From an optimization exercise on the open Yosys and OpenROAD flow, aimed at small area, a short achievable clock period and few clock cycles per item; shortcuts taken in it are not production practice.
Function was checked by simulation only, so behaviour that the tests miss may differ from the original.

Setup of north:
==> flow/design.v (excerpt) <==
module bitmap_page_allocator_top (
  input  logic                               clk_i,
  input  logic                               rst_ni,
  input  logic                               cfg_valid_i,
  output logic                               cfg_ready_o,
  input  logic [bpa_pkg::CNT_W-1:0]          cfg_data_i,
  input  logic                               s_axis_tvalid,
  output logic                               s_axis_tready,
  input  logic [bpa_pkg::IN_TDATA_W-1:0]     s_axis_tdata,
  input  logic [bpa_pkg::OP_W-1:0]           s_axis_tuser,
  output logic                               m_axis_tvalid,
  input  logic                               m_axis_tready,
  output logic [bpa_pkg::OUT_TDATA_W-1:0]    m_axis_tdata,
  output logic [bpa_pkg::STS_W-1:0]          m_axis_tuser
);
Size in the first run: roughly 16000 cells after synthesis, ~4700 flip-flops, about 97 I/O pins, roughly 0.21 mm² of cells after synthesis.
==> flow/config.mk <==
export PLATFORM = sky130hd
export DESIGN_NAME = bitmap_page_allocator_top
export DESIGN_NICKNAME = bitmap_page_allocator_top
export VERILOG_FILES = /design/flow/design.v
export SDC_FILE = /design/flow/constraint.sdc
export NUM_CORES = 4
export LEC_CHECK = 0
export CAP_MARGIN = 30
export CORE_MARGIN = 2
export CORE_UTILIZATION = 30
export PLACE_DENSITY = 0.45
export SLEW_MARGIN = 30
export SYNTH_MEMORY_MAX_BITS = 8192
==> flow/constraint.sdc <==
create_clock -name core_clock -period 12.0 [get_ports {clk_i}]
set_input_delay 2.4000 -clock core_clock [delete_from_list [all_inputs] [get_ports {clk_i}]]
set_output_delay 2.4000 -clock core_clock [all_outputs]
set_load 0.01 [all_outputs]
standard.sh (not shown) runs the stock make flow with config.mk's settings and CLKGATE_MAP_FILE= SYNTH_SCRIPT=/design/flow/synth_recipe.tcl, a recipe that flattens the netlist after the stock synthesis.
==> flow/flow/run.sh <==
#!/bin/bash
set -euo pipefail
export SETUP_SLACK_MARGIN=6
bash standard.sh > standard.log 2>&1
Testbench counts of north, summed over its fixed seeds: cycles 9,771, items 9,608.
The inputs of south differ from those of north as listed below.
# north
export LEC_CHECK = 0
export CAP_MARGIN = 30
export CORE_MARGIN = 2
export CORE_UTILIZATION = 30
export PLACE_DENSITY = 0.45
export SLEW_MARGIN = 30
export SYNTH_MEMORY_MAX_BITS = 8192
create_clock -name core_clock -period 12.0 [get_ports {clk_i}]
# south
export LEC_CHECK = 0
export CAP_MARGIN = 25
export CORE_MARGIN = 2
export CORE_UTILIZATION = 30
export PLACE_DENSITY = 0.45
export SLEW_MARGIN = 25
export SYNTH_MEMORY_MAX_BITS = 8192
create_clock -name core_clock -period 12.0 [get_ports {clk_i}]
==> flow/flow/run.sh <==
#!/bin/bash
set -euo pipefail
export SETUP_SLACK_MARGIN=7
bash standard.sh > standard.log 2>&1
## What came out
- south: complete, dirty (capacitance limit, slew limit)
- Measured against north, the number of DRC violations after detailed-routing iteration 0 of south comes out at 1.17 times the reference value.
- Between north and south, the final hold slack does not differ in any meaningful way.
- Summary — worst-case headroom to the max-slew limit, south relative to north: lower, by 26 points.
- When south is measured against north, its wire length on met3 turns out about 37% higher.
- | total of cells resized after clock tree synthesis | higher: south |
- When south is set beside north, its first-pass GRT wire length turns out to be about 8% larger.
## Diff of input files: east against south
==> flow/run.sh (new file) <==
#!/bin/bash
# synth_recipe.tcl (not shown) runs the flow's synth.tcl, then flattens the netlist and writes it again
# the make line also repeats each setting of config.mk as NAME=value (left out here)
make -C /OpenROAD-flow-scripts/flow DESIGN_CONFIG=/design/flow/config.mk WORK_HOME=/design/flow/orfs CLKGATE_MAP_FILE= SYNTH_SCRIPT=/design/flow/synth_recipe.tcl finish
removed: flow/flow/run.sh
removed: flow/standard.sh
### Flow results
Diff south -> east: area share of buffers outside the clock network went down; area taken by multi-input logic gates went down by about 14%; design area now smaller; final antenna diode count lower; total negative setup slack level.
[compare] base=south new=east: sequential cell count now sits at about the same level.
Cmp east and south / later-pin clock latency in the skew report / higher: south
Out of east and south, the only run to close with the timing, design-rule and antenna checks passing was east.
No crash in south: every stage finished, but the layout fails its final checks due to capacitance limit, slew limit.
east vs south, number of nets in the final layout went down by 1997.
The inputs of west differ from those of east as listed below.
# east
export LEC_CHECK = 0
export CAP_MARGIN = 25
export CORE_MARGIN = 2
export CORE_UTILIZATION = 30
export PLACE_DENSITY = 0.45
export SLEW_MARGIN = 25
export SYNTH_MEMORY_MAX_BITS = 8192
create_clock -name core_clock -period 12.0 [get_ports {clk_i}]
# west
export LEC_CHECK = 0
export CAP_MARGIN = 25
export CORE_MARGIN = 2
export CORE_UTILIZATION = 30
export PLACE_DENSITY = 0.45
export SETUP_SLACK_MARGIN = 5
export SLEW_MARGIN = 25
export SYNTH_MEMORY_MAX_BITS = 8192
create_clock -name core_clock -period 12.0 [get_ports {clk_i}]
Findings:
- west vs east, cell type of the slowest stage on the worst timing path: o21ai_0 vs a2111oi_0


bitmap_page_allocator_top, a different RTL version from the one above (not shown whole).
Size in the first run: roughly 16000 cells after synthesis, ~97 I/O pins.
Settings: LEC_CHECK=0, CAP_MARGIN=20, CORE_MARGIN=2, CORE_UTILIZATION=30, SETUP_SLACK_MARGIN=5, SLEW_MARGIN=20, SYNTH_MEMORY_MAX_BITS=8192; clock period 12.0 ns.
run.sh (not shown) runs the stock make flow with config.mk's settings and CLKGATE_MAP_FILE= SYNTH_SCRIPT=/design/flow/synth_recipe.tcl, a recipe that flattens the netlist after the stock synthesis.
Stock flow here: none of the scripts above is used.
Testbench counts at the start, summed over its fixed seeds: cycles 9,771, items 9,608.
Rerun with:
--- a/flow/config.mk
+++ b/flow/config.mk
@@ -10,0 +11,3 @@
+export CTS_BUF_LIST = sky130_fd_sc_hd__clkbuf_8
+export CTS_CLUSTER_SIZE = 24
+export PLACE_DENSITY = 0.45
Outcome: The changed run completed without violations; wire length goes up by 8.5%; cell count increases by 3.1%; clock skew rose by 130 ps; non-clock buffer count rises by 240; die area does not change; via count climbs by 0.37%; maximum frequency grows by 2.7%; worst setup slack improved by 190 ps; area after synthesis does not change.

==> what the ideal ports hide <==
The flow's constraints put no driver on any port. The routed layouts listed below were extracted and timed again, unchanged, in two steps. Step 1, drivers: a clkbuf_16 drives clk_i and a buf_2 each remaining input, both assumed. Step 2 also shifts input and output timing later by t, the mid clock arrival at the registers, as if the neighbouring blocks saw the same clock. a / b / c = no drivers / after step 1 / after step 2; a / b = the first two.
run	t, ns	setup WS [ns]	cell pins on the clock port's net
north	1.252	5.784 / 5.784 / 5.784	1
south	1.239	5.969 / 5.969 / 5.969	1
east	1.219	3.135 / 3.135 / 3.135	1
west	1.246	4.818 / 4.818 / 4.818	1
the first run of note 2	1.177	4.659 / 4.659 / 4.659	1
the second run of note 2	1.498	4.854 / 4.854 / 4.854	1
